Source: an optimization exercise on an open RTL-to-GDS flow (aim: small area, a short achievable clock period and few clock cycles per item). Production flows keep margins and buffers that such runs may drop. RTL that was checked went through simulation tests only; none was proved equivalent to the original. For runs 1 to 4, only the layout was checked, not whether the RTL still works.

--- flow/config.mk ---
export PLATFORM = sky130hd
export DESIGN_NAME = asconTop
export DESIGN_NICKNAME = asconTop
export VERILOG_FILES = /design/flow/design.v
export SDC_FILE = /design/flow/constraint.sdc
export NUM_CORES = 4
export LEC_CHECK = 0
export CAP_MARGIN = 20
export CORE_MARGIN = 2
export CORE_UTILIZATION = 40
export SETUP_SLACK_MARGIN = 5
export SLEW_MARGIN = 20
--- flow/standard.sh ---
#!/bin/bash
# synth_recipe.tcl (not shown) runs the flow's synth.tcl, then flattens the netlist and writes it again
# the make line also repeats each setting of config.mk as NAME=value (left out here)
make -C /OpenROAD-flow-scripts/flow DESIGN_CONFIG=/design/flow/config.mk WORK_HOME=/design/flow/orfs CLKGATE_MAP_FILE= SYNTH_SCRIPT=/design/flow/synth_recipe.tcl "${@:-finish}"
--- flow/flow/run.sh ---
#!/bin/bash
# Standard ORFS layout, with plain buf_1 cells as the port buffers instead of
# the delay cells buffer_ports picks by default.
set -euo pipefail
export BUFFER_PORTS_ARGS="-buffer_cell sky130_fd_sc_hd__buf_1"
bash standard.sh > standard.log 2>&1
--- flow/design.v ---
`timescale 1ns/1ps
module asconRound (
    input  logic [320-1:0] stateIn,
    input  logic [3:0]                   roundIdx,
    output logic [320-1:0] stateOut
);
    logic [64-1:0] x0, x1, x2, x3, x4;
    logic [64-1:0] t0, t1, t2, t3, t4;
    logic [64-1:0] y0, y1, y2, y3, y4;
    logic [7:0]                  rc;
    assign rc = {~roundIdx, roundIdx};
    always_comb begin
        x0 = stateIn[(320-1-64*(0)) -: 64];
        x1 = stateIn[(320-1-64*(1)) -: 64];
        x2 = stateIn[(320-1-64*(2)) -: 64];
        x3 = stateIn[(320-1-64*(3)) -: 64];
        x4 = stateIn[(320-1-64*(4)) -: 64];
        x2[7:0] = x2[7:0] ^ rc;
        x0 = x0 ^ x4;
        x4 = x4 ^ x3;
        x2 = x2 ^ x1;
        t0 = ~x0 & x1;
        t1 = ~x1 & x2;
        t2 = ~x2 & x3;
        t3 = ~x3 & x4;
        t4 = ~x4 & x0;
        x0 = x0 ^ t1;
        x1 = x1 ^ t2;
        x2 = x2 ^ t3;
        x3 = x3 ^ t4;
        x4 = x4 ^ t0;
        x1 = x1 ^ x0;
        x0 = x0 ^ x4;
        x3 = x3 ^ x2;
        x2 = ~x2;
        y0 = x0 ^ {x0[18:0], x0[63:19]} ^ {x0[27:0], x0[63:28]};
        y1 = x1 ^ {x1[60:0], x1[63:61]} ^ {x1[38:0], x1[63:39]};
        y2 = x2 ^ {x2[0:0],  x2[63:1]}  ^ {x2[5:0],  x2[63:6]};
        y3 = x3 ^ {x3[9:0],  x3[63:10]} ^ {x3[16:0], x3[63:17]};
        y4 = x4 ^ {x4[6:0],  x4[63:7]}  ^ {x4[40:0], x4[63:41]};
    end
    assign stateOut = {y0, y1, y2, y3, y4};
endmodule
`timescale 1ns/1ps
module asconPermutation #(
    parameter int roundsPerCycle = 1
) (
    input  logic [320-1:0] stateIn,
    input  logic [3:0]                   roundIdx,
    output logic [320-1:0] stateOut
);
    logic [320-1:0] chain [0:roundsPerCycle];
    assign chain[0] = stateIn;
    for (genvar g = 0; g < roundsPerCycle; g++) begin : g_round
        asconRound u_round (
            .stateIn (chain[g]),
            .roundIdx(roundIdx | 4'(g)),
            .stateOut(chain[g+1])
        );
    end
    assign stateOut = chain[roundsPerCycle];
endmodule
`timescale 1ns/1ps
module asconPadding (
    input  logic [64-1:0] block,
    input  logic [4-1:0]  len,
    output logic [64-1:0] padded,
    output logic [8-1:0] byteMask
);
    always_comb begin
        for (int b = 0; b < 8; b++) begin
            byteMask[8-1-b] = (b < len);
            if (b < len) begin
                padded[64-1-8*b -: 8] = block[64-1-8*b -: 8];
            end else if (b == len) begin
                padded[64-1-8*b -: 8] = 8'h80;
            end else begin
                padded[64-1-8*b -: 8] = 8'h00;
            end
        end
    end
endmodule
`timescale 1ns/1ps
module asconController (
    input  logic       clk,
    input  logic       rst,
    input  logic       start,
    input  logic       hasAd,
    input  logic       dLast,       
    output logic       idle,
    output logic [3:0] roundIdx,
    output logic       adMode,      
    output logic       injAd,       
    output logic       injText,     
    output logic       injKey34,    
    output logic       injDs,       
    output logic       read,
    output logic       outValid,
    output logic       tagValid
);
    localparam int R = 1;
    localparam logic [3:0] lastIdx = 4'(12 - R);
    localparam logic [3:0] preIdx  = 4'(12 - 2 * R);
    localparam logic [3:0] shortRunStart = 12 - 6;
    localparam logic [2:0] phIdle  = 3'd0;
    localparam logic [2:0] phInit  = 3'd1;
    localparam logic [2:0] phAd    = 3'd2;
    localparam logic [2:0] phText  = 3'd3;
    localparam logic [2:0] phFinal = 3'd4;
    localparam logic [2:0] phTag   = 3'd5;
    logic [2:0] phase;
    logic       isLast;
    logic       isPre;
    logic       absorbing;
    assign idle      = (phase == phIdle);
    assign isLast    = (roundIdx == lastIdx);
    assign isPre     = (roundIdx == preIdx);
    assign absorbing = (phase == phInit) || (phase == phAd) || (phase == phText);
    always_ff @(posedge clk or posedge rst) begin
        if (rst) begin
            phase    <= phIdle;
            roundIdx <= 4'd0;
            adMode   <= 1'b0;
            injAd    <= 1'b0;
            injText  <= 1'b0;
            injKey34 <= 1'b0;
            injDs    <= 1'b0;
            read     <= 1'b0;
            outValid <= 1'b0;
            tagValid <= 1'b0;
        end else begin
            injAd    <= absorbing && isPre && adMode;
            injText  <= absorbing && isPre && !adMode;
            injDs    <= ((phase == phInit) || (phase == phAd)) && isPre && !adMode;
            injKey34 <= ((phase == phInit) || (phase == phFinal)) && isPre;
            read     <= (absorbing && isPre && adMode) || injText;
            outValid <= injText;
            tagValid <= (phase == phFinal) && isLast;
            roundIdx <= roundIdx + 4'(R);
            case (phase)
                phIdle: begin
                    roundIdx <= 4'd0;
                    if (start) begin
                        phase  <= phInit;
                        adMode <= hasAd;
                    end
                end
                phInit, phAd, phText: begin
                    if (isLast) begin
                        roundIdx <= shortRunStart;
                        if (adMode) begin
                            phase  <= phAd;
                            adMode <= !dLast;
                        end else if (dLast) begin
                            phase    <= phFinal;
                            roundIdx <= 4'd0;
                        end else begin
                            phase <= phText;
                        end
                    end
                end
                phFinal: begin
                    if (isLast) begin
                        phase <= phTag;
                    end
                end
                default: begin
                    phase <= phIdle;
                end
            endcase
        end
    end
endmodule
`timescale 1ns/1ps
module asconTop (
    input  logic                         clk,
    input  logic                         rst,
    input  logic                         start,
    input  logic                         hasAd,
    input  logic                         enc,
    input  logic [128-1:0]   key,
    input  logic [128-1:0]   nonce,
    input  logic [64-1:0]  adBlock,
    input  logic [4-1:0]   adLen,
    input  logic [64-1:0]  textBlock,
    input  logic [4-1:0]   textLen,
    output logic                         read,
    output logic [64-1:0]  outBlock,
    output logic                         outValid,
    output logic [128-1:0]   tag,
    output logic                         tagValid
);
    logic                         idle;
    logic [3:0]                   roundIdx;
    logic                         adMode;
    logic                         injAd;
    logic                         injText;
    logic                         injKey34;
    logic                         injDs;
    logic [320-1:0] stateReg;
    logic [320-1:0] permOut;
    logic [128-1:0]   keyReg;
    logic [64-1:0]  selBlock;
    logic [4-1:0]   selLen;
    logic [8-1:0] lenBytes;
    logic [64-1:0]  dPad;      
    logic [8-1:0] dBytes;    
    logic [8-1:0] padBytes;  
    logic                         dLast;     
    logic [64-1:0]  outReg;
    logic [64-1:0]  mask64;
    logic [64-1:0]  keep0;
    logic [64-1:0]  inj0;
    logic [128-1:0]   inj12;
    logic [128-1:0]   inj34;
    logic [320-1:0] nextState;
    logic [64-1:0]  y0;
    asconController u_controller (
        .clk     (clk),
        .rst     (rst),
        .start   (start),
        .hasAd   (hasAd),
        .dLast   (dLast),
        .idle    (idle),
        .roundIdx(roundIdx),
        .adMode  (adMode),
        .injAd   (injAd),
        .injText (injText),
        .injKey34(injKey34),
        .injDs   (injDs),
        .read    (read),
        .outValid(outValid),
        .tagValid(tagValid)
    );
    asconPermutation #(
        .roundsPerCycle(1)
    ) u_permutation (
        .stateIn (stateReg),
        .roundIdx(roundIdx),
        .stateOut(permOut)
    );
    assign selBlock = adMode ? adBlock : textBlock;
    assign selLen   = adMode ? adLen : textLen;
    always_comb begin
        for (int b = 0; b < 8; b++) begin
            lenBytes[8-1-b] = (b < selLen);
        end
    end
    always_ff @(posedge clk) begin
        dBytes <= lenBytes;
    end
    assign padBytes = {1'b1, dBytes[8-1:1]} & ~dBytes;
    assign dLast    = !dBytes[0];
    for (genvar b = 0; b < 8; b++) begin : g_pad
        assign dPad[8*b +: 8] = (selBlock[8*b +: 8] & {8{dBytes[b]}}) | {padBytes[b], 7'd0};
    end
    for (genvar b = 0; b < 8; b++) begin : g_mask
        assign mask64[8*b +: 8] = {8{dBytes[b]}};
    end
    assign keep0 = (injText && !enc) ? ~mask64 : '1;
    assign inj0  = (injAd || injText) ? dPad : '0;
    assign inj12 = (injText && dLast) ? keyReg : '0;
    assign inj34 = (injKey34 ? keyReg : '0) ^ {127'd0, injDs};
    assign y0 = permOut[(320-1-64*(0)) -: 64];
    always_comb begin
        nextState = permOut ^ {inj0, inj12, inj34};
        nextState[(320-1-64*(0)) -: 64] = (y0 & keep0) ^ inj0;
        if (idle) begin
            nextState = {64'h80400c0600000000, key, nonce};
        end
    end
    always_ff @(posedge clk) begin
        stateReg <= nextState;
        outReg   <= (y0 ^ dPad) & mask64;
        if (idle) begin
            keyReg <= key;
        end
    end
    assign outBlock = outReg;
    assign tag      = stateReg[128-1:0];
endmodule
--- flow/constraint.sdc ---
create_clock -name core_clock -period 8.0 [get_ports {clk}]
set_input_delay 1.6000 -clock core_clock [delete_from_list [all_inputs] [get_ports {clk}]]
set_output_delay 1.6000 -clock core_clock [all_outputs]
set_load 0.01 [all_outputs]
==> results of run 1 <==
==> cell families after synthesis <==
| group | Yosys count | share of synthesized area (%) |
|---|---|---|
| xor gates and xnor gates | 1420 | 36.7 |
| and+or+nand+nor | 962 | 10.6 |
| DFF | 535 | 31.8 |
| buffers and inverters | 461 | 5.85 |
| AOI/OAI and AO/OA | 411 | 5.65 |
| adders and majority gates | 194 | 5.98 |
| muxes | 121 | 3.38 |
==> per-stage QoR <==
step	setup WS, ps	cell area [µm²]	utilization, %
after floorplan	5170	37900	-
final	4890	43300	46.2
after global placement	4270	40500	43.3
after detailed placement	4230	40600	43.4
after global routing	4970	43200	46.2
after CTS	4880	43000	46.0
==> worst max path at each step <==
stage,startpoint,end,cells past startpoint
6_report,stateReg[72],stateReg[126],7
3_5_place_dp,stateReg[87],stateReg[279],7
2_1_floorplan,enc,stateReg[294],6
3_3_place_gp,stateReg[87],stateReg[279],7
4_1_cts,stateReg[87],stateReg[279],7
5_1_grt,stateReg[87],stateReg[279],7
==> layer usage <==
metal | share of wire [%] | vias up | routed length [µm]
li1 | - | 13900 | -
met1 | 40 | 14800 | 65100
met2 | 44 | 1645 | 73100
met3 | 11 | 311 | 17300
met4 | 5.5 | 30 | 9020
met5 | 0.11 | - | 187
==> registers in the layout, summed over array words and instances (netlist names) <==
name,flops
u_controller.injText,1
outReg,64
u_controller.injAd,1
dBytes,8
u_controller.read,1
u_controller.adMode,1
u_controller.outValid,1
u_controller.injKey34,1
keyReg,128
u_controller.phase,3
u_controller.injDs,1
stateReg,320
u_controller.tagValid,1
u_controller.roundIdx,4
==> placed cells by master, fill, tap and decap left out, types with 28 or more instances in the layout <==
master | netlist | final
dfxtp_1 | 392 | 384
a21oi_1 | 223 | 221
edfxtp_1 | 128 | 128
xnor3_1 | 52 | 52
and2_1 | 73 | 73
buf_4 | 128 | 28
or3_1 | 53 | 52
inv_1 | 196 | 196
xor2_1 | 381 | 377
maj3_1 | 64 | 64
ha_1 | 130 | 130
nor2_1 | 247 | 246
mux2i_1 | 65 | 65
mux2_2 | 56 | 56
o21ai_0 | 159 | 159
nand2_1 | 545 | 545
buf_1 | 8 | 586
clkbuf_16 | 0 | 75
xnor2_2 | 72 | 82
xnor2_1 | 895 | 878
==> cell type report <==
class	instances	area, µm²
Fill cell	9267	50300
Multi-Input combinational cell	3108	23900
Sequential cell	535	12100
Timing Repair Buffer	627	2550
Clock buffer	84	1940
Tap cell	1254	1570
Inverter	197	752
Clock inverter	37	403
Antenna cell	16	40.0
==> critical path, cell delays in order, from the launching register on <==
cell     delay, ps
dfxtp_1        430
inv_1          110
ha_1           200
xnor2_1        270
xnor2_1        960
xor2_1         340
xnor2_1        490
a21oi_1        130
==> timing repair <==
item | 4_1_cts | 5_1_grt
cloned | 0 | 0
endpoints found under the hold margin | 0 | 0
setup buffers | 0 | 0
gates resized for setup | 28 | 26
pin swaps | 1 | 0
endpoints found under the setup margin | 130 | 167
==> impl_results.md, run 1 <==
- R2R Path End: stateReg[126]
- Setup Total Neg Slack: 0 ps
- Total core area: around 94,000 µm²
- Final setup violating endpoints: 0
- Crit share post-route: between 30% and 40%
- Worst-skew pair later-pin latency: about 670 ps
- Signed area change from the synthesized netlist to the final layout: 14.0%
- Final Hold Violating Endpoints: 0
- Global routing usage summed across all routing layers: 32.9%
- Pin count of the biggest net entering global routing: roughly 200
- Post-Synthesis Cells: 4,104
- Ranking of synthesized cells by instance count: xnor2_1, nand2_1, dfxtp_1
- Post-synthesis cell type count: 46
- Reg2reg start: stateReg[72]
- Maximum fanout along the worst path: 4
- Fraction of layout cells with a size suffix above 1: 7.28%
- Layer with the highest usage: met2
- Status: no timing/DRC/antenna violations
- Headroom to the max-slew limit: 11.5%
- Post-route DRC violation count: 0
- Final weighted congestion in routability-driven placement: 1.05
- Number of buffers on the longest clock path: 3
- Count of standard-cell rows: 112
- Max Clock Skew: 38.4 ps
- Count of routing violations after the opening detailed-route iteration: around 3,500
- Clock transition at the register clock pins on the worst setup and hold paths after CTS: 60 ps
- Global route total overflow: 0
- Worst R2R Setup Slack: 4890 ps
- Routed vias: between 30,000 and 40,000
- Number of cells on the worst hold path: 1
- Most repeated cell in the gate-level netlist after synthesis: xnor2_1
- Average wire per cell in the routed design: 28.1 µm
- Antenna violations before repair: 32
- Launch instance of the worst min-delay path: u_controller.phase[1]
- Iteration count of the initial detailed-routing pass: 8
- CTS HTree Levels: 3
- Total standard cell area after synthesis: approximately 38,000 µm²
- Crit path kind: flop to flop
- Number of enable flip-flop cells after synthesis: approximately 130
- Clk sinks: 535
- Clock tree from TritonCTS: built
- Startpoint kind of the worst setup timing path: flop
- Synth warnings: 6
- I/O pin cnt: around 590
- Worst path arrival time: ~3600 ps
- Leading register cell type out of synthesis: dfxtp_1
- Flip-flop and latch count after synthesis: 535
- Worst-case hold path end point: u_controller.injKey34
- Proportion of synthesized chip area in sequential cells: 31.8%
- Biggest area consumer among synthesized cells: dfxtp_1
- CTS buffer count: 66
- Average cell area after synthesis: around 9 µm²
- Detailed-route wire length: roughly 160,000 µm
- Met3 track demand over resource: around 8.5%
- Die extent in y: slightly above 300 µm
- Hold WS: 548 ps
- Dpl cells: around 5,700
- Floorplan die area: 97,300 µm²
- Fin nets: 5,062
- Met2 routing resource usage after global routing: 51.2%
- Syn Nets: 4,631
- Number of hold-repair buffers added at the cts stage: 0
- Detailed-placement wirelength estimate: around 140,000 µm
- PortBufs: 591
- Mean number of vias per cell: between 5 and 6
- Top post-synthesis cells by area: dfxtp_1, xnor2_1, edfxtp_1, xor2_1, nand2_1
- Tightest Pin Transition: roughly 1300 ps
- Final min period: roughly 3100 ps
- Max-capacitance violation count: 0
- Vias in the first global route: 28,900
- Maximum operating frequency: ~320 MHz
- Number of nets with antenna violations after routing: 0
- Setup repair after global routing missed its margin: yes
- Nature of the critical path endpoint: flop
- Final cell count without fillers: ~6,000
- Root Buffer Master: clkbuf_16
- Global routing usage on met1: 42.0%
- Share of synthesized registers carrying an async set or reset: between 2 and 3%
- Type of the tightest min-delay check: flop to flop
- Required arrival time at the worst endpoint: approximately 8500 ps
- First-pass GRT wire length: roughly 220,000 µm
- Portion of synthesized cell area occupied by the leading cell type: around a fifth
- Starting utilization of the core area: 40.5%
- Max Slew Vio Count: 0
- Number of cells on the worst reg-to-reg path: 7
- Die Span X: 312 µm
==> run 2, diff against run 1 <==
--- a/flow/config.mk
+++ b/flow/config.mk
@@ -9,4 +9,6 @@
 export CORE_MARGIN = 2
 export CORE_UTILIZATION = 40
+export CTS_CLUSTER_DIAMETER = 100
+export CTS_CLUSTER_SIZE = 30
 export SETUP_SLACK_MARGIN = 5
 export SLEW_MARGIN = 20
==> run 2 against run 1 <==
Compared with the run above: hold slack improved by 10 ps; critical endpoint unchanged; synthesized cell count unchanged; utilization decreased by 1.3 points; sequential share of layout area increased by 0.87 points; cell area decreased by 2.8%; via count decreased by 1.1%; highest routed layer unchanged; global-route usage decreased by 0.52 points; largest cell class unchanged; setup slack improved by 61 ps; still clean on timing, DRC and antenna; sequential cell count unchanged; non-clock buffer count increased by 2; routed wire length decreased by 0.96%.
==> impl_results.md, run 2 <==
- Startpoint kind of the worst setup timing path: flop
- Detailed-route wire length: approximately 160,000 µm
- R2R Path End: stateReg[126]
- Maximum fanout along the worst path: 4
- Setup Total Neg Slack: 0 ps
- Flip-flop and latch count after synthesis: between 500 and 600
- Crit path kind: flop to flop
- Syn Nets: between 4,000 and 5,000
- Area of placed instances: roughly 41,000 µm²
- Area used by multi-input combinational logic: between 20,000 and 25,000 µm²
- Nature of the critical path endpoint: flop
- Total core area: about 94,000 µm²
- Antenna violations before repair: 25
- Number of fill cells: approximately 9,400
- Tightest Pin Transition: ~1300 ps
- Ranking of synthesized cells by instance count: xnor2_1, nand2_1, dfxtp_1
- Most common cell after layout, fill and taps aside: xnor2_1
- Final weighted congestion in routability-driven placement: ~1.1
- Register cell area after layout: 12,100 µm²
- Required arrival time at the worst endpoint: around 8500 ps
- Root Buffer Master: clkbuf_16
- Fin nets: about 5,000
- Max-capacitance violation count: 0
- Number of buffers on the longest clock path: 3
- Portion of synthesized cell area occupied by the leading cell type: 20.7%
- Clk sinks: between 500 and 600
- Final setup violating endpoints: 0
- Total standard cell area after synthesis: around 38,000 µm²
- Headroom to the max-slew limit: a little under an eighth
- Detailed-placement wirelength estimate: ~140,000 µm
- Most flop-heavy register: stateReg
- Iteration count of the initial detailed-routing pass: 5
- Proportion of synthesized chip area in sequential cells: 31.8%
- Maximum operating frequency: around 330 MHz
- Max reg flops: 320
- Leading register cell type out of synthesis: dfxtp_1
- Count of standard-cell rows: 112
- Global route total overflow: 0
- Vias in the first global route: ~28,000
- Average cell area after synthesis: approximately 9 µm²
- Largest registers: stateReg (320), keyReg (128), outReg (64)
- PortBufs: around 590
- Biggest area consumer among synthesized cells: dfxtp_1
- Crit share post-route: a little under two fifths
- Final Hold Violating Endpoints: 0
- Die Span X: approximately 310 µm
- Post-route DRC violation count: 0
- I/O pin cnt: about 590
- Pin count of the biggest net entering global routing: 196
- Most repeated cell in the gate-level netlist after synthesis: xnor2_1
- Routed vias: 30,400
- Mean number of vias per cell: approximately 5.2
- Fraction of layout cells with a size suffix above 1: 6.68%
- Count of routing violations after the opening detailed-route iteration: 3,586
- Worst path arrival time: between 3000 and 4000 ps
- Number of cells on the worst hold path: 0
- Final std cell area, no fill: 42,000 µm²
- First-pass GRT wire length: about 220,000 µm
- Clock tree from TritonCTS: built
- CTS HTree Levels: 1
- CTS buffer count: 29
- Post-synthesis cell type count: 46
- Worst-skew pair later-pin latency: between 600 and 700 ps
- Floorplan die area: 97,300 µm²
- Die extent in y: 312 µm
- Worst R2R Setup Slack: approximately 5000 ps
- Post-Synthesis Cells: roughly 4,100
- Setup repair after global routing missed its margin: no
- Top post-synthesis cells by area: dfxtp_1, xnor2_1, edfxtp_1, xor2_1, nand2_1
- Max Clock Skew: around 34 ps
- Final core utilization: approximately 45%
- Status: no timing/DRC/antenna violations
- Signed area change from the synthesized netlist to the final layout: 10.8%
- Number of nets with antenna violations after routing: 0
- Share of synthesized registers carrying an async set or reset: under 10%
- Max Slew Vio Count: 0
- Number of cells on the worst reg-to-reg path: 7
- Worst-case hold path end point: u_controller.outValid
- Reg2reg start: stateReg[72]
- Type of the tightest min-delay check: flop to flop
- Synth warnings: 6
- Average wire per cell in the routed design: around 28 µm
- Highest-count cells in the layout ignoring fill and taps: xnor2_1, buf_1, nand2_1
- Launch instance of the worst min-delay path: u_controller.injText
- Starting utilization of the core area: 40.5%
- Clock transition at the register clock pins on the worst setup and hold paths after CTS: around 120 ps
- Number of enable flip-flop cells after synthesis: approximately 130
- Global routing usage summed across all routing layers: about a third
- Final min period: 3050 ps
[run 2: cell counts after synthesis]
No cell type changed its count.
[run 2: worst max path at each step]
stage	start	to	slack (ps)	cells past startpoint
floorplan	enc	stateReg[294]	5170	6
global placement	stateReg[87]	stateReg[279]	4270	7
detailed placement	stateReg[87]	stateReg[279]	4230	7
CTS	stateReg[87]	stateReg[279]	4840	7
global route	u_controller.phase[2]	stateReg[104]	4990	6
finish	stateReg[72]	stateReg[126]	4950	7
[run 2: cell families (layout without fill, tap and decap cells)]
logic type / after synthesis / in the layout / share of synthesized area (%)
adders and majority gates: 194 / 194 / 5.98
muxes: 121 / 121 / 3.38
other: 0 / 14 / 0
buffers and inverters: 461 / 880 / 5.85
AOI/OAI and AO/OA: 411 / 411 / 5.65
xor gates and xnor gates: 1420 / 1420 / 36.7
and+or+nand+nor: 962 / 962 / 10.6
DFF: 535 / 535 / 31.8
[run 2: per-stage QoR]
| step | setup WS [ps] | hold WS (ps) | cells |
|---|---|---|---|
| floorplan | 5170 | 406 | 4104 |
| global placement | 4270 | 520 | 5718 |
| detailed placement | 4230 | 533 | 5721 |
| CTS | 4840 | 556 | 5775 |
| global route | 4990 | 596 | 5785 |
| finish | 4950 | 558 | 5791 |
[run 2: worst max-delay path: stages, from the launching register on]
cell     delay (ps)
dfxtp_1         450
inv_1           110
ha_1            200
xnor2_1         270
xnor2_1         930
xor2_1          330
xnor2_1         480
a21oi_1         130
[run 2: cell type report]
cell class / count / area share [%]
multi-input cells: 3108 / 57.0
flip-flops and latches: 535 / 28.8
repair buffers: 629 / 6.12
well taps: 1254 / 3.73
clock buffers: 34 / 1.82
inverters: 197 / 1.79
clock inverters: 20 / 0.690
diodes: 14 / 0.0833
[run 2: routing by layer]
| layer | share of wire, % | track usage, % | up-vias | wire (µm) |
|---|---|---|---|---|
| li1 | - | - | 13800 | - |
| met3 | 10 | 7.27 | 296 | 17000 |
| met1 | 40 | 42.2 | 14700 | 64800 |
| met2 | 44 | 50.4 | 1539 | 71700 |
| met5 | 0.086 | 0 | - | 141 |
| met4 | 5.9 | 16.4 | 22 | 9560 |
[run 2: timing repair]
item,4_1_cts,5_1_grt
setup endpoints to repair,210,225
setup buffers,0,2
hold buffers,0,0
pin swaps,1,1
gates resized for setup,52,32
hold endpoints to repair,0,0
==> run 3, diff against run 2 <==
==> flow/flow/run.sh (replaced) <==
#!/bin/bash
# Standard ORFS layout, with plain buf_1 cells as the port buffers instead of
# the delay cells buffer_ports picks by default, a clock tree with larger
# sink clusters and no dummy loads..
set -euo pipefail
export BUFFER_PORTS_ARGS="-buffer_cell sky130_fd_sc_hd__buf_1"
export CTS_ARGS="-sink_clustering_enable -repair_clock_nets -dont_use_dummy_load -sink_clustering_size 20 -sink_clustering_max_diameter 80"
bash standard.sh > standard.log 2>&1
--- a/flow/config.mk
+++ b/flow/config.mk
@@ -9,6 +9,4 @@
 export CORE_MARGIN = 2
 export CORE_UTILIZATION = 40
-export CTS_CLUSTER_DIAMETER = 100
-export CTS_CLUSTER_SIZE = 30
 export SETUP_SLACK_MARGIN = 5
 export SLEW_MARGIN = 20
==> run 3 against run 2 <==
Compared with the run above: sequential share of layout area about the same; critical path type unchanged; hold slack better by 1.7 ps; utilization fell by 0.18 points; still clean; first-iteration DRC count is 1.1% higher; synthesized area stayed put; cell area is 0.39% lower; highest routed layer unchanged; clock-buffer cell count up 4; non-clock buffer count shrank 2.
==> impl_results.md, run 3 <==
- Post-route DRC violation count: 0
- Required arrival time at the worst endpoint: around 8500 ps
- Launch instance of the worst min-delay path: u_controller.phase[1]
- Nature of the critical path endpoint: flop
- Leading register cell type out of synthesis: dfxtp_1
- CTS HTree Levels: 2
- Syn Nets: 4,631
- Status: no timing/DRC/antenna violations
- Reg2reg start: stateReg[72]
- Max Clock Skew: about 61 ps
- Number of setup buffers added after CTS: 0
- Type of the tightest min-delay check: flop to flop
- Number of cells on the worst reg-to-reg path: 7
- Count of routing violations after the opening detailed-route iteration: around 3,600
- Starting utilization of the core area: just over 40%
- Average wire per cell in the routed design: about 28 µm
- Crit share post-route: 38.4%
- CTS buffer count: 38
- Highest-count cells in the layout ignoring fill and taps: xnor2_1, buf_1, nand2_1
- Die extent in y: about 310 µm
- Top post-synthesis cells by area: dfxtp_1, xnor2_1, edfxtp_1, xor2_1, nand2_1
- Final setup violating endpoints: 0
- Root Buffer Master: clkbuf_16
- Mean number of vias per cell: approximately 5.3
- Most common cell after layout, fill and taps aside: xnor2_1
- Headroom to the max-slew limit: under 10%
- Global route total overflow: 0
- Count of standard-cell rows: 112
- Final Hold Violating Endpoints: 0
- Number of hold-repair buffers added at the cts stage: 0
- Routed vias: ~30,000
- Pin count of the biggest net entering global routing: 196
- Most flop-heavy register: stateReg
- Maximum fanout along the worst path: 4
- Tightest Pin Transition: approximately 1400 ps
- Startpoint kind of the worst setup timing path: flop
- Antenna violations before repair: 26
- Most repeated cell in the gate-level netlist after synthesis: xnor2_1
- Total standard cell area after synthesis: between 30,000 and 40,000 µm²
- Number of buffers on the longest clock path: 3
- Portion of synthesized cell area occupied by the leading cell type: between 20% and 30%
- First-pass GRT wire length: ~220,000 µm
- Clock tree from TritonCTS: built
- Number of cells on the worst hold path: 1
- Iteration count of the initial detailed-routing pass: 6
- Proportion of synthesized chip area in sequential cells: between 30% and 40%
- Fraction of layout cells with a size suffix above 1: about 5.6%
- Synth warnings: 6
- Post-Synthesis Cells: between 4,000 and 5,000
- Worst-case hold path end point: u_controller.injKey34
- Floorplan die area: 97,300 µm²
- Setup Total Neg Slack: 0 ps
- R2R Path End: stateReg[126]
- First element of the critical path: stateReg[72]
- Average cell area after synthesis: around 9.2 µm²
- Final min period: between 3000 and 4000 ps
- Max reg flops: 320
- Setup repair after global routing missed its margin: yes
- Post-synthesis cell type count: 46
- Number of nets with antenna violations after routing: 0
- Detailed-route wire length: 164,000 µm
- Hold WS: approximately 560 ps
- Biggest area consumer among synthesized cells: dfxtp_1
- Clock transition at the register clock pins on the worst setup and hold paths after CTS: around 90 ps
- Number of enable flip-flop cells after synthesis: around 130
- Vias in the first global route: 28,500
- Largest registers: stateReg (320), keyReg (128), outReg (64)
- Signed area change from the synthesized netlist to the final layout: 10.4%
- Max-capacitance violation count: 0
- Detailed-placement wirelength estimate: around 140,000 µm
- PortBufs: approximately 590
- Fin nets: just over 5,000
- Maximum operating frequency: 326 MHz
- Total core area: 93,600 µm²
- Number of fill cells: between 9,000 and 10,000
- Worst-skew pair later-pin latency: roughly 630 ps
- Global routing usage summed across all routing layers: about a third
- Worst R2R Setup Slack: just under 5000 ps
- Final weighted congestion in routability-driven placement: ~1.1
- I/O pin cnt: 592
- Share of synthesized registers carrying an async set or reset: 2.80%
- Clk sinks: about 540
- Crit path kind: flop to flop
- Ranking of synthesized cells by instance count: xnor2_1, nand2_1, dfxtp_1
- Worst path arrival time: 3530 ps
- Die Span X: around 310 µm
- Max Slew Vio Count: 0
- Flip-flop and latch count after synthesis: about 540
==> run 3: cells by family after synthesis <==
group | Yosys count | share of synthesized area [%]
muxes | 121 | 3.38
DFF | 535 | 31.8
and+or+nand+nor | 962 | 10.6
buffers and inverters | 461 | 5.85
adders and majority gates | 194 | 5.98
xor gates and xnor gates | 1420 | 36.7
AOI/OAI and AO/OA | 411 | 5.65
==> run 3: layout make-up <==
type                       instances  area (µm²)  share of cell area [%]
timing repair buffer             627        2550                    6.09
clock buffer                      38         951                    2.27
multi-input combinational       3108       23900                    57.2
tap                             1254        1570                    3.75
antenna                           17        42.5                   0.102
sequential                       535       12100                    28.8
inverter                         197         752                    1.80
==> run 3: critical path, stage by stage (launching register included) <==
cell	delay (ps)
dfxtp_1	440
inv_1	120
ha_1	200
xnor2_1	270
xnor2_1	970
xor2_1	350
xnor2_1	440
a21oi_1	120
==> run 3: worst max-delay path by stage <==
stage	cells past startpoint	slack (ps)	end
floorplan	6	5170	stateReg[294]
global placement	7	4270	stateReg[279]
global route	6	4990	stateReg[105]
finish	7	4930	stateReg[126]
CTS	6	5010	stateReg[306]
detailed placement	7	4230	stateReg[279]
==> run 3: routing by layer <==
metal | global-route usage, % | wire length [µm] | up-vias
li1 | - | - | 13800
met3 | 7.74 | 17900 | 284
met5 | 0 | 141 | -
met4 | 16.4 | 8990 | 24
met1 | 42.2 | 64000 | 14700
met2 | 50.7 | 72800 | 1597
==> run 3: timing repair <==
| action | CTS | global route |
|---|---|---|
| cloned | 0 | 0 |
| endpoints found under the setup margin | 155 | 174 |
| gates resized for setup | 22 | 27 |
| hold endpoints to repair | 0 | 0 |
| pin swaps | 1 | 1 |
==> run 3: through the flow <==
step                      std cells  worst slack (ps)  util [%]  instance area, µm²
after floorplan                4104              5170         -               37900
after global placement         5718              4270      43.3               40500
after detailed placement       5721              4230      43.4               40600
after CTS                      5759              5010      44.5               41700
after global routing           5767              4990      44.7               41900
final                          5776              4930      44.7               41900
==> run 4, diff against run 3 <==
==> flow/flow/run.sh (replaced) <==
#!/bin/bash
# Standard ORFS layout, with plain buf_1 cells as the port buffers instead of
# the delay cells buffer_ports picks by default, a clock tree with larger
# sink clusters and no dummy loads, and timing repair aiming below the period.
set -euo pipefail
export BUFFER_PORTS_ARGS="-buffer_cell sky130_fd_sc_hd__buf_1"
export CTS_ARGS="-sink_clustering_enable -repair_clock_nets -dont_use_dummy_load -sink_clustering_size 20 -sink_clustering_max_diameter 80"
export SETUP_SLACK_MARGIN=5.5
bash standard.sh > standard.log 2>&1
--- a/flow/config.mk
+++ b/flow/config.mk
@@ -9,4 +9,3 @@
 export CORE_MARGIN = 2
 export CORE_UTILIZATION = 40
-export SETUP_SLACK_MARGIN = 5
 export SLEW_MARGIN = 20
==> run 4 against run 3 <==
Compared with the run above: still clean on timing, DRC and antenna; via count increased by 5.6%; setup slack gained 310 ps; hold slack improved by 32 ps; utilization grew 7.9 points; critical path type is now flop to output port; critical endpoint is now tag[118].
==> impl_results.md, run 4 <==
- Layer with the highest usage: met2
- Post-route DRC violation count: 0
- Mean number of vias per cell: between 5 and 6
- Met3 track demand over resource: roughly a tenth
- Setup repair after global routing missed its margin: yes
- Post-synthesis cell type count: 46
- Top post-synthesis cells by area: dfxtp_1, xnor2_1, edfxtp_1, xor2_1, nand2_1
- Maximum operating frequency: roughly 360 MHz
- Crit path buffers/inverters: 1
- Post-Synthesis Cells: 4,104
- Clk sinks: ~540
- Average wire per cell in the routed design: ~29 µm
- Portion of synthesized cell area occupied by the leading cell type: roughly 21%
- Count of routing violations after the opening detailed-route iteration: 3,262
- Required arrival time at the worst endpoint: between 6000 and 7000 ps
- PortBufs: 591
- Die extent in y: roughly 310 µm
- Floorplan die area: between 90,000 and 100,000 µm²
- Max Clock Skew: 41.5 ps
- Clock tree from TritonCTS: built
- Count of standard-cell rows: 112
- Dpl cells: 5,724
- Setup Total Neg Slack: 0 ps
- Final setup violating endpoints: 0
- Most flop-heavy register: stateReg
- Root Buffer Master: clkbuf_16
- Iteration count of the initial detailed-routing pass: 5
- Largest registers: stateReg (320), keyReg (128), outReg (64)
- Global routing usage summed across all routing layers: around 35%
- CTS buffer count: 40
- Family with the most delay on the worst path: flip-flops
- Final cell count without fillers: slightly above 6,000
- Standard cell with the maximum stage delay on the critical path: dfxtp_4
- Total standard cell area after synthesis: around 38,000 µm²
- Leading register cell type out of synthesis: dfxtp_1
- Number of nets with antenna violations after routing: 0
- Antenna violations before repair: 32
- Startpoint kind of the worst setup timing path: flop
- Most repeated cell in the gate-level netlist after synthesis: xnor2_1
- Synth warnings: 6
- Crit path kind: flop to output port
- Routed vias: about 32,000
- Highest-count cells in the layout ignoring fill and taps: xnor2_1, nand2_1, buf_1
- Final min period: between 2000 and 3000 ps
- First-pass GRT wire length: 235,000 µm
- Fraction of layout cells with a size suffix above 1: between 20% and 30%
- Clock transition at the register clock pins on the worst setup and hold paths after CTS: about 90 ps
- Global route total overflow: 0
- Detailed-placement wirelength estimate: 139,000 µm
- Worst Slack Setup Final: approximately 5200 ps
- Number of buffers on the longest clock path: 3
- Average cell area after synthesis: ~9.2 µm²
- Fin nets: around 5,300
- Syn Nets: approximately 4,600
- Max-capacitance violation count: 0
- Global routing usage on met1: about 43%
- Signed area change from the synthesized netlist to the final layout: 30.0%
- Final Hold Violating Endpoints: 0
- Nature of the critical path endpoint: output port
- Worst path max stage delay: between 400 and 500 ps
- CTS HTree Levels: 2
- Max reg flops: between 300 and 400
- Number of hold-repair buffers added at the cts stage: 0
- Pin count of the biggest net entering global routing: approximately 100
- Status: no timing/DRC/antenna violations
- Biggest area consumer among synthesized cells: dfxtp_1
- Max Slew Vio Count: 0
- Number of enable flip-flop cells after synthesis: 128
- I/O pin cnt: between 500 and 600
- Tightest Pin Transition: 1160 ps
- Cell breakdown of the critical path: buf_6
- Headroom to the max-slew limit: between 20 and 25%
- Ranking of synthesized cells by instance count: xnor2_1, nand2_1, dfxtp_1
- Total core area: 93,600 µm²
- Final core utilization: 52.7%
- Detailed-route wire length: 176,000 µm
- Starting utilization of the core area: between 40% and 50%
- Vias in the first global route: between 30,000 and 40,000
- Maximum fanout along the worst path: 2
- Final weighted congestion in routability-driven placement: between 1 and 1.5
- Flip-flop and latch count after synthesis: about 540
- Met2 routing resource usage after global routing: about 53%
- Crit share post-route: 34.5%
- Proportion of synthesized chip area in sequential cells: a little under a third
- Share of synthesized registers carrying an async set or reset: under 10%
- Die Span X: 312 µm
- Minimum setup slack after placement: between 4000 and 5000 ps
- Worst-skew pair later-pin latency: 620 ps
- Most common cell after layout, fill and taps aside: xnor2_1
- Type of the tightest min-delay check: flop to flop
- Worst path arrival time: 1160 ps
-- run 4: per-stage QoR --
step	hold WS [ps]	area (µm²)
2_1_floorplan	413	38000
3_3_place_gp	535	40600
3_5_place_dp	527	40600
4_1_cts	590	46700
5_1_grt	610	49300
6_report	592	49300
-- run 4: logic make-up (layout without fill, tap and decap cells) --
group / count (synthesis) / after routing / share of synthesized area, %
and+or+nand+nor: 962 / 964 / 10.6
adders and majority gates: 194 / 194 / 5.98
other: 0 / 18 / 0
buffers and inverters: 461 / 1124 / 5.85
xor gates and xnor gates: 1420 / 1420 / 36.7
DFF: 535 / 535 / 31.8
muxes: 121 / 121 / 3.38
AOI/OAI and AO/OA: 411 / 411 / 5.65
-- run 4: layout make-up --
cell class | count | area [µm²]
Fill cell | 8626 | 44300
Multi-Input combinational cell | 3110 | 27100
Sequential cell | 535 | 12500
Timing Repair Buffer | 886 | 6290
Tap cell | 1254 | 1570
Clock buffer | 40 | 1000
Inverter | 197 | 768
Antenna cell | 18 | 45.0
Timing Repair inverter | 1 | 8.76
-- run 4: timing repair --
action	in CTS	in global routing
pin swaps	81	140
buffers inserted	175	80
endpoints found under the setup margin	629	456
resized for setup	910	312
gates cloned	4	0
-- run 4: layer usage --
layer / share of wire, % / vias to the layer above
li1: - / 14300
met2: 44 / 1850
met5: 0.071 / -
met3: 12 / 436
met4: 7.2 / 20
met1: 37 / 15500
-- run 4: final timing paths --
path	startpoint	endpoint	slack, ps	cells after the start
max in group asynchronous	rst	u_controller.injKey34	6480	2
min in group asynchronous	rst	u_controller.outValid	1040	2
max	stateReg[118]	tag[118]	5240	1
min	u_controller.phase[1]	u_controller.injKey34	590	1
max reg2reg	stateReg[26]	stateReg[49]	5310	8
min reg2reg	u_controller.phase[1]	u_controller.injKey34	590	1
==> run 5, diff against run 4 <==
--- a/flow/design.v
+++ b/flow/design.v
@@ -87,4 +87,5 @@
     input  logic       start,
     input  logic       hasAd,
+    input  logic       enc,
     input  logic       dLast,       
     output logic       idle,
@@ -93,4 +94,5 @@
     output logic       injAd,       
     output logic       injText,     
+    output logic       injDec,      
     output logic       injKey34,    
     output logic       injDs,       
@@ -124,4 +126,5 @@
             injAd    <= 1'b0;
             injText  <= 1'b0;
+            injDec   <= 1'b0;
             injKey34 <= 1'b0;
             injDs    <= 1'b0;
@@ -132,4 +135,5 @@
             injAd    <= absorbing && isPre && adMode;
             injText  <= absorbing && isPre && !adMode;
+            injDec   <= absorbing && isPre && !adMode && !enc;
             injDs    <= ((phase == phInit) || (phase == phAd)) && isPre && !adMode;
             injKey34 <= ((phase == phInit) || (phase == phFinal)) && isPre;
@@ -196,4 +200,5 @@
     logic                         injAd;
     logic                         injText;
+    logic                         injDec;
     logic                         injKey34;
     logic                         injDs;
@@ -221,4 +226,5 @@
         .start   (start),
         .hasAd   (hasAd),
+        .enc     (enc),
         .dLast   (dLast),
         .idle    (idle),
@@ -227,4 +233,5 @@
         .injAd   (injAd),
         .injText (injText),
+        .injDec  (injDec),
         .injKey34(injKey34),
         .injDs   (injDs),
@@ -258,5 +265,5 @@
         assign mask64[8*b +: 8] = {8{dBytes[b]}};
     end
-    assign keep0 = (injText && !enc) ? ~mask64 : '1;
+    assign keep0 = injDec ? ~mask64 : '1;
     assign inj0  = (injAd || injText) ? dPad : '0;
     assign inj12 = (injText && dLast) ? keyReg : '0;
--- a/flow/flow/run.sh
+++ b/flow/flow/run.sh
@@ -6,4 +6,4 @@
 export BUFFER_PORTS_ARGS="-buffer_cell sky130_fd_sc_hd__buf_1"
 export CTS_ARGS="-sink_clustering_enable -repair_clock_nets -dont_use_dummy_load -sink_clustering_size 20 -sink_clustering_max_diameter 80"
-export SETUP_SLACK_MARGIN=5.5
+export SETUP_SLACK_MARGIN=5.2
 bash standard.sh > standard.log 2>&1
==> run 5 against run 4 <==
Compared with the run above: die area is 1.6% higher; critical endpoint is now stateReg[10]; utilization is 7.4 points lower; still clean; critical path type is now flop to flop; critical path depth is 5 higher; non-clock buffer count is 239 lower; hold slack better by 42 ps.
==> impl_results.md, run 5 <==
- Status: no timing/DRC/antenna violations
- Headroom to the max-slew limit: around 16%
- Syn Nets: about 4,700
- Routed vias: between 30,000 and 40,000
- First-pass GRT wire length: 226,000 µm
- Portion of synthesized cell area occupied by the leading cell type: between 20 and 25%
- Synth warnings: 6
- Floorplan die area: 98,900 µm²
- Pin count of the biggest net entering global routing: roughly 140
- Clock transition at the register clock pins on the worst setup and hold paths after CTS: 90 ps
- Antenna violations before repair: 23
- Max reg flops: between 300 and 400
- Starting utilization of the core area: between 40% and 50%
- Worst path arrival time: roughly 3300 ps
- Final Hold Violating Endpoints: 0
- Worst-skew pair later-pin latency: around 640 ps
- Fin nets: slightly above 5,000
- Maximum operating frequency: roughly 350 MHz
- Ranking of synthesized cells by instance count: xnor2_1, nand2_1, dfxtp_1
- Average wire per cell in the routed design: ~29 µm
- PortBufs: between 500 and 600
- Hold WS: ~630 ps
- Most repeated cell in the gate-level netlist after synthesis: xnor2_1
- Max-capacitance violation count: 0
- Worst Slack Setup Final: roughly 5200 ps
- Share of synthesized registers carrying an async set or reset: 2.99%
- Nature of the critical path endpoint: flop
- Max Clock Skew: between 60 and 70 ps
- Tightest Pin Transition: approximately 1200 ps
- Die Span X: around 310 µm
- Detailed-route wire length: between 150,000 and 200,000 µm
- Final std cell area, no fill: between 40,000 and 50,000 µm²
- Minimum setup slack after placement: 4780 ps
- Max Slew Vio Count: 0
- Detailed-placement wirelength estimate: 139,000 µm
- Proportion of synthesized chip area in sequential cells: 31.4%
- Largest registers: stateReg (320), keyReg (128), outReg (64)
- I/O pin cnt: slightly below 600
- Highest-count cells in the layout ignoring fill and taps: xnor2_1, nand2_1, buf_1
- Count of routing violations after the opening detailed-route iteration: ~3,300
- Area of placed instances: ~41,000 µm²
- Total standard cell area after synthesis: a little under 40,000 µm²
- Type of the tightest min-delay check: flop to flop
- Total core area: ~95,000 µm²
- Number of buffers on the longest clock path: 3
- Fraction of layout cells with a size suffix above 1: between 10 and 15%
- Final min period: between 2000 and 3000 ps
- Count of standard-cell rows: about 110
- Die extent in y: 314 µm
- Iteration count of the initial detailed-routing pass: 6
- Post-Synthesis Cells: ~4,200
- Final setup violating endpoints: 0
- Number of enable flip-flop cells after synthesis: 128
- Most flop-heavy register: stateReg
- Leading register cell type out of synthesis: dfxtp_1
- CTS HTree Levels: 2
- Root Buffer Master: clkbuf_16
- Required arrival time at the worst endpoint: about 8500 ps
- Maximum fanout along the worst path: 3
- Post-route DRC violation count: 0
- Clk sinks: roughly 540
- Number of fill cells: between 9,000 and 10,000
- Signed area change from the synthesized netlist to the final layout: 11.9%
- Number of nets with antenna violations after routing: 0
- Setup repair after global routing missed its margin: yes
- Startpoint kind of the worst setup timing path: flop
- Crit share post-route: a little over a third
- Most common cell after layout, fill and taps aside: xnor2_1
- Biggest area consumer among synthesized cells: dfxtp_1
- Number of hold-repair buffers added at the cts stage: 0
- Global routing usage summed across all routing layers: roughly a third
- Setup Total Neg Slack: 0 ps
- Clock tree from TritonCTS: built
- Flip-flop and latch count after synthesis: between 500 and 600
- Mean number of vias per cell: 5.22
- Final weighted congestion in routability-driven placement: ~1.1
- Post-synthesis cell type count: 47
- CTS buffer count: 40
- Crit path kind: flop to flop
- Vias in the first global route: between 20,000 and 30,000
- Global route total overflow: 0
- Top post-synthesis cells by area: dfxtp_1, xnor2_1, edfxtp_1, xor2_1, nand2_1
- Average cell area after synthesis: about 9.3 µm²
run 5: worst max-delay path, stage by stage, from the launching register on:
cell	delay [ps]
dfxtp_1	640
xnor2_2	200
nand2_1	90
xor2_1	930
xor2_1	210
xnor2_1	500
a21oi_1	120
run 5: worst paths after layout:
path,startpoint,to,slack [ps],cells after the start
max,stateReg[307],stateReg[10],5160,6
min,u_controller.injDec,stateReg[258],630,2
min in group asynchronous,rst,u_controller.outValid,1060,2
max in group asynchronous,rst,u_controller.adMode,6440,2
max reg2reg,stateReg[307],stateReg[10],5160,6
min reg2reg,u_controller.injDec,stateReg[258],630,2
run 5: cells by family after synthesis:
family	synth area share, %
xor gates and xnor gates	37.1
and+or+nand+nor	9.98
DFF	31.4
AOI/OAI and AO/OA	6.40
buffers and inverters	6.07
adders and majority gates	5.92
muxes	3.17
run 5: metal layers:
metal	up-vias	wire, µm	part of all wire [%]	global-route usage, %
met5	-	167	0.099	0
met4	28	8810	5.2	14.9
met3	291	16000	9.5	6.56
met2	1514	75300	45	52.2
met1	14700	67600	40	43.4
li1	14100	-	-	-
run 5: final cells by class:
type / count / area [µm²] / area share [%]
antenna: 16 / 40.0 / 0.0928
inverter: 200 / 777 / 1.80
clock buffer: 40 / 1000 / 2.32
timing repair buffer: 647 / 2860 / 6.63
tap: 1265 / 1580 / 3.67
sequential: 536 / 12400 / 28.7
multi-input combinational: 3160 / 24500 / 56.8
run 5: what timing repair did:
item / 4_1_cts / 5_1_grt
pin swaps: 0 / 4
buffers inserted: 11 / 9
cloned: 1 / 2
resized for setup: 272 / 46
setup endpoints to repair: 440 / 137
run 5: through the flow:
step | utilization [%] | instances
after floorplan | - | 4165
after CTS | 44.9 | 5837
final | 45.3 | 5864
after global routing | 45.2 | 5853
after global placement | 43.1 | 5785
after detailed placement | 43.1 | 5785
Testbench counts of run 5, summed over its fixed seeds: cycles 17,560, blocks 1,860.
==> run 6, diff against run 5 <==
--- a/flow/flow/run.sh
+++ b/flow/flow/run.sh
@@ -6,4 +6,4 @@
 export BUFFER_PORTS_ARGS="-buffer_cell sky130_fd_sc_hd__buf_1"
 export CTS_ARGS="-sink_clustering_enable -repair_clock_nets -dont_use_dummy_load -sink_clustering_size 20 -sink_clustering_max_diameter 80"
-export SETUP_SLACK_MARGIN=5.2
+export SETUP_SLACK_MARGIN=5.35
 bash standard.sh > standard.log 2>&1
==> run 6 against run 5 <==
Compared with the run above: die area did not move; cell count rose by 2.2%; fmax rose by 1.9%; first-iteration DRC count rose by 2.5%; routed wire length rose by 1.8%; sequential cell count did not move; critical path depth fell by 5; setup slack improved by 52 ps; critical path type is now flop to output port.
==> impl_results.md, run 6 <==
- Status: no timing/DRC/antenna violations
- Fin nets: between 5,000 and 6,000
- Clock transition at the register clock pins on the worst setup and hold paths after CTS: 80 ps
- Routed vias: ~31,000
- First-pass GRT wire length: roughly 230,000 µm
- Max Slew Vio Count: 0
- Max Clock Skew: 70.5 ps
- Average cell area after synthesis: between 9 and 10 µm²
- Max-capacitance violation count: 0
- Number of hold-repair buffers added at the cts stage: 0
- Detailed-route wire length: 171,000 µm
- Die extent in y: between 300 and 400 µm
- Startpoint kind of the worst setup timing path: flop
- Die Span X: about 310 µm
- Post-Synthesis Cells: between 4,000 and 5,000
- Number of enable flip-flop cells after synthesis: approximately 130
- Worst-skew pair later-pin latency: 640 ps
- Area used by multi-input combinational logic: 25,300 µm²
- Leading register cell type out of synthesis: dfxtp_1
- Most flop-heavy register: stateReg
- Type of the tightest min-delay check: flop to flop
- Floorplan die area: 98,900 µm²
- Antenna violations before repair: 29
- Global routing usage summed across all routing layers: around 34%
- Standard cell with the maximum stage delay on the critical path: dfxtp_4
- Headroom to the max-slew limit: a little under 20%
- Tightest Pin Transition: 1200 ps
- Global route total overflow: 0
- Synth warnings: 6
- Vias in the first global route: between 20,000 and 30,000
- Flip-flop and latch count after synthesis: 536
- Starting utilization of the core area: 40.4%
- Setup Total Neg Slack: 0 ps
- Share of synthesized registers carrying an async set or reset: roughly 3%
- Portion of synthesized cell area occupied by the leading cell type: between 20% and 30%
- I/O pin cnt: about 600
- Worst path max stage delay: approximately 430 ps
- Count of routing violations after the opening detailed-route iteration: about 3,400
- Cell breakdown of the critical path: buf_6
- Total standard cell area after synthesis: slightly below 40,000 µm²
- Maximum fanout along the worst path: 2
- Crit share post-route: a little over a third
- Hold WS: 648 ps
- Worst path arrival time: around 1200 ps
- Fraction of layout cells with a size suffix above 1: a little under a fifth
- Final setup violating endpoints: 0
- Average wire per cell in the routed design: between 20 and 30 µm
- Crit path kind: flop to output port
- Most repeated cell in the gate-level netlist after synthesis: xnor2_1
- Syn Nets: 4,692
- Highest-count cells in the layout ignoring fill and taps: xnor2_1, nand2_1, buf_1
- Post-synthesis cell type count: 47
- Max reg flops: 320
- CTS buffer count: 43
- Required arrival time at the worst endpoint: 6400 ps
- Proportion of synthesized chip area in sequential cells: approximately a third
- Setup repair after global routing missed its margin: yes
- Mean number of vias per cell: 5.21
- Iteration count of the initial detailed-routing pass: 7
- Top post-synthesis cells by area: dfxtp_1, xnor2_1, edfxtp_1, xor2_1, nand2_1
- Clock tree from TritonCTS: built
- Number of fill cells: between 9,000 and 10,000
- Pin count of the biggest net entering global routing: around 100
- Most common cell after layout, fill and taps aside: xnor2_1
- Nature of the critical path endpoint: output port
- CTS HTree Levels: 2
- Signed area change from the synthesized netlist to the final layout: 20.8%
- Register cell area after layout: between 10,000 and 15,000 µm²
- Final weighted congestion in routability-driven placement: between 1 and 1.5
- Number of nets with antenna violations after routing: 0
- PortBufs: 591
- Post-route DRC violation count: 0
- Root Buffer Master: clkbuf_16
- Final Hold Violating Endpoints: 0
- Family with the most delay on the worst path: flip-flops
- Final min period: about 2800 ps
- Crit path buffers/inverters: 1
- Ranking of synthesized cells by instance count: xnor2_1, nand2_1, dfxtp_1
- Count of standard-cell rows: 113
- Total core area: around 95,000 µm²
- Maximum operating frequency: between 300 and 400 MHz
- Detailed-placement wirelength estimate: between 100,000 and 150,000 µm
- Clk sinks: between 500 and 600
- Biggest area consumer among synthesized cells: dfxtp_1
- Number of buffers on the longest clock path: 3
- Largest registers: stateReg (320), keyReg (128), outReg (64)
[run 6: changes by cell type in the layout (fill, tap and decap cells not counted), sizes merged]
cell	previous run	this run
buf	635	775
clkbuf	52	43
inv	199	201
clkinv	1	0
diode	16	15
[run 6: what timing repair did]
action | in CTS | in global routing
pin swaps | 11 | 9
setup buffers | 120 | 26
resized for setup | 768 | 82
cloned | 4 | 0
endpoints found under the setup margin | 585 | 282
[run 6: worst paths after layout]
kind / from / end / slack, ps / depth (start not counted)
worst max-delay path: stateReg[76] / tag[76] / 5210 / 1
worst min-delay path: u_controller.roundIdx[0] / u_controller.roundIdx[0] / 650 / 1
worst max register to register: stateReg[74] / stateReg[74] / 5310 / 8
worst min register to register: u_controller.roundIdx[0] / u_controller.roundIdx[0] / 650 / 1
max in group asynchronous: rst / u_controller.injDec / 6470 / 2
min in group asynchronous: rst / u_controller.phase[2] / 1050 / 2
[run 6: logic make-up after synthesis]
group	after synthesis	synth area share [%]
buffers and inverters	472	6.07
muxes	122	3.17
AOI/OAI and AO/OA	475	6.40
xor gates and xnor gates	1420	37.1
DFF	536	31.4
and+or+nand+nor	946	9.98
adders and majority gates	194	5.92
[run 6: cell type report]
class	count	area share, %
Sequential cell	536	27.0
Timing Repair Buffer	775	11.2
Timing Repair inverter	1	0.0188
Tap cell	1265	3.40
Inverter	200	1.65
Antenna cell	15	0.0806
Clock buffer	43	2.31
Multi-Input combinational cell	3160	54.4
[run 6: routing by layer]
layer / vias up / global-route usage [%] / routed length (µm) / part of all wire [%]
li1: 14300 / - / - / -
met1: 15000 / 43.6 / 68800 / 40
met2: 1541 / 52.4 / 75600 / 44
met3: 324 / 6.98 / 15900 / 9.3
met4: 20 / 17.9 / 10500 / 6.2
met5: - / 0 / 122 / 0.071
[run 6: stage by stage]
| step | instances | instance area (µm²) | setup slack [ps] | utilization [%] |
|---|---|---|---|---|
| after floorplan | 4165 | 38500 | 5570 | - |
| after global placement | 5787 | 41100 | 4660 | 43.1 |
| after detailed placement | 5787 | 41100 | 4580 | 43.1 |
| after CTS | 5954 | 45800 | 5200 | 48.1 |
| after global routing | 5988 | 46600 | 5210 | 48.9 |
| final | 5995 | 46600 | 5210 | 48.9 |
==> run 7, diff against run 6 <==
==> flow/flow/run.sh (replaced) <==
#!/bin/bash
# Standard ORFS layout, with plain buf_1 cells as the port buffers instead of
# the delay cells buffer_ports picks by default, a clock tree with larger
# sink clusters and no dummy loads..
set -euo pipefail
export BUFFER_PORTS_ARGS="-buffer_cell sky130_fd_sc_hd__buf_1"
export CTS_ARGS="-sink_clustering_enable -repair_clock_nets -dont_use_dummy_load -sink_clustering_size 20 -sink_clustering_max_diameter 80"
bash standard.sh > standard.log 2>&1
--- a/flow/config.mk
+++ b/flow/config.mk
@@ -9,3 +9,4 @@
 export CORE_MARGIN = 2
 export CORE_UTILIZATION = 40
+export SETUP_SLACK_MARGIN = 5
 export SLEW_MARGIN = 20
==> run 7 against run 6 <==
Compared with the run above: register-to-register slack worse by 310 ps; first-iteration DRC count grew 6.1%; utilization shrank 4.5 points; critical path depth unchanged; cell area fell by 9.2%.
==> impl_results.md, run 7 <==
- Final core utilization: around 44%
- Number of fill cells: about 9,600
- Count of routing violations after the opening detailed-route iteration: roughly 3,600
- Leading register cell type out of synthesis: dfxtp_1
- Final cell count without fillers: 5,843
- Final weighted congestion in routability-driven placement: roughly 1.1
- Root Buffer Master: clkbuf_16
- Count of standard-cell rows: between 100 and 150
- Minimum setup slack after placement: 4780 ps
- Max reg flops: 320
- Die extent in y: ~310 µm
- Most common cell after layout, fill and taps aside: xnor2_1
- Routed vias: a little over 30,000
- Nature of the critical path endpoint: output port
- Most flop-heavy register: stateReg
- Syn Nets: roughly 4,700
- Max Clock Skew: about 65 ps
- Required arrival time at the worst endpoint: 6400 ps
- Cell breakdown of the critical path: buf_1
- Final std cell area, no fill: roughly 42,000 µm²
- Clock tree from TritonCTS: built
- Vias in the first global route: 28,900
- Tightest Pin Transition: 1230 ps
- Highest-count cells in the layout ignoring fill and taps: xnor2_1, buf_1, nand2_1
- I/O pin cnt: slightly below 600
- Mean number of vias per cell: roughly 5.2
- Total standard cell area after synthesis: ~39,000 µm²
- Worst Slack Setup Final: around 5000 ps
- Detailed-route wire length: roughly 170,000 µm
- Dpl cells: just under 6,000
- Post-Synthesis Cells: 4,165
- CTS buffer count: 40
- Area used by multi-input combinational logic: approximately 24,000 µm²
- Area of placed instances: about 41,000 µm²
- Crit share post-route: between 30% and 40%
- Ranking of synthesized cells by instance count: xnor2_1, nand2_1, dfxtp_1
- Global routing usage summed across all routing layers: between 30% and 40%
- Total core area: approximately 95,000 µm²
- Die Span X: approximately 310 µm
- Worst path arrival time: between 1000 and 1500 ps
- CTS HTree Levels: 2
- Number of hold-repair buffers added at the cts stage: 0
- Crit path kind: flop to output port
- Setup repair after global routing missed its margin: yes
- Post-synthesis cell type count: 47
- Crit path buffers/inverters: 1
- Flip-flop and latch count after synthesis: approximately 540
- Detailed-placement wirelength estimate: 139,000 µm
- Clock transition at the register clock pins on the worst setup and hold paths after CTS: ~100 ps
- Most repeated cell in the gate-level netlist after synthesis: xnor2_1
- Iteration count of the initial detailed-routing pass: 5
- Post-route DRC violation count: 0
- Floorplan die area: slightly below 100,000 µm²
- Setup Total Neg Slack: 0 ps
- Standard cell with the maximum stage delay on the critical path: dfxtp_1
- PortBufs: 591
- Average wire per cell in the routed design: between 20 and 30 µm
- Maximum operating frequency: between 300 and 400 MHz
- Number of enable flip-flop cells after synthesis: between 100 and 150
- Clk sinks: ~540
- First-pass GRT wire length: 225,000 µm
- Final min period: between 3000 and 4000 ps
- Number of buffers on the longest clock path: 3
- Status: no timing/DRC/antenna violations
- Number of nets with antenna violations after routing: 0
- Final Hold Violating Endpoints: 0
- Starting utilization of the core area: between 40% and 50%
- Family with the most delay on the worst path: flip-flops
- Portion of synthesized cell area occupied by the leading cell type: 20.4%
- Worst-skew pair later-pin latency: between 600 and 700 ps
- Signed area change from the synthesized netlist to the final layout: 9.74%
- Worst path max stage delay: approximately 590 ps
- Fraction of layout cells with a size suffix above 1: 5.90%
- Max-capacitance violation count: 0
- Largest registers: stateReg (320), keyReg (128), outReg (64)
- Synth warnings: 6
- Fin nets: approximately 5,100
- Register cell area after layout: ~12,000 µm²
- Type of the tightest min-delay check: flop to flop
- Max Slew Vio Count: 0
- Global route total overflow: 0
- Share of synthesized registers carrying an async set or reset: 2.99%
- Antenna violations before repair: 24
- Final setup violating endpoints: 0
- Top post-synthesis cells by area: dfxtp_1, xnor2_1, edfxtp_1, xor2_1, nand2_1
- Headroom to the max-slew limit: 17.4%
- Startpoint kind of the worst setup timing path: flop
- Pin count of the biggest net entering global routing: approximately 140
- Biggest area consumer among synthesized cells: dfxtp_1
- Maximum fanout along the worst path: 2
- Average cell area after synthesis: just over 9 µm²
- Proportion of synthesized chip area in sequential cells: around a third
-- run 7: cell counts after synthesis --
Identical to the previous run, type by type.
-- run 7: area by class of cell --
class	instances	area share, %
antenna	17	0.101
clock buffer	40	2.37
multi-input combinational	3158	57.4
tap	1265	3.74
timing repair buffer	627	5.98
sequential	536	28.6
inverter	200	1.80
-- run 7: worst reg2reg max path, stage by stage, from the launching register on --
cell,delay [ps]
dfxtp_1,450
inv_1,120
ha_1,320
xnor2_2,230
xnor2_1,940
xnor2_1,200
xnor2_1,460
a21oi_1,130
-- run 7: worst paths after layout --
| path | from | to | slack (ps) | cells after the start |
|---|---|---|---|---|
| max | stateReg[77] | tag[77] | 4980 | 1 |
| min in group asynchronous | rst | u_controller.outValid | 1060 | 2 |
| max reg2reg | stateReg[211] | stateReg[83] | 5000 | 7 |
| min | u_controller.phase[1] | u_controller.injDs | 560 | 1 |
| min reg2reg | u_controller.phase[1] | u_controller.injDs | 560 | 1 |
| max in group asynchronous | rst | u_controller.adMode | 6430 | 2 |
-- run 7: routing by layer --
metal | track usage (%) | vias to the layer above | wire length (µm)
met5 | 0 | - | 105
met4 | 15.4 | 18 | 8780
met3 | 5.49 | 280 | 15800
met2 | 51.8 | 1543 | 74500
met1 | 43.7 | 14700 | 67400
li1 | - | 14000 | -
-- run 7: logic make-up (layout without fill, tap and decap cells) --
kind of cell             count (synthesis)  after routing  synth area share [%]
AO/OA/AOI/OAI                          475            475                  6.40
XOR/XNOR                              1420           1420                  37.1
adder cells (fa/ha/maj)                194            194                  5.92
buffers and inverters                  472            867                  6.07
flip-flops                             536            536                  31.4
multiplexers                           122            122                  3.17
other                                    0             17                     0
AND/OR/NAND/NOR                        946            947                  9.98
-- run 7: what timing repair did --
item | 4_1_cts | 5_1_grt
gates resized for setup | 19 | 16
cloned | 0 | 1
setup endpoints to repair | 205 | 122
setup buffers | 0 | 0
endpoints found under the hold margin | 0 | 0
pin swaps | 0 | 0
-- run 7: metrics by stage --
| step | hold slack, ps |
|---|---|
| 2_1_floorplan | 394 |
| 3_3_place_gp | 478 |
| 3_5_place_dp | 494 |
| 4_1_cts | 505 |
| 5_1_grt | 581 |
| 6_report | 564 |

-- static timing again, ports no longer ideal --
The flow's constraints put no driver on any port. The routed layouts listed below were extracted and timed again, unchanged, in two steps.
Step 1, drivers: a clkbuf_16 drives clk and a buf_2 each remaining input, both assumed.
Step 2 adds t to the input delays and takes it off the output delays; t is the mean of the earliest and latest rising clock arrival at the registers after step 1. Input paths then give back, and output paths get back, about the clock's delay inside the block.
a / b / c = ideal / step 1 / step 2; a / b = the first two.
run | shift t [ns] | setup slack, ns | worst hold slack (ns)
run 1 | 0.720 | 4.894 / 4.894 / 4.894 | 0.548 / 0.548 / 0.548
run 2 | 0.732 | 4.954 / 4.922 / 4.932 | 0.558 / 0.558 / 0.558
run 3 | 0.664 | 4.929 / 4.916 / 4.929 | 0.560 / 0.560 / 0.560
run 4 | 0.670 | 5.243 / 5.170 / 4.714 | 0.592 / 0.592 / 0.592
run 5 | 0.677 | 5.158 / 5.092 / 5.158 | 0.634 / 0.634 / 0.634
run 6 | 0.680 | 5.210 / 5.135 / 5.202 | 0.648 / 0.648 / 0.648
run 7 | 0.675 | 4.982 / 4.911 / 4.997 | 0.564 / 0.564 / 0.564
After both steps setup and hold are still met in every run listed. For run 4, which loses most, drivers alone change the setup slack by -0.073 ns; drivers and shift together by -0.529 ns.
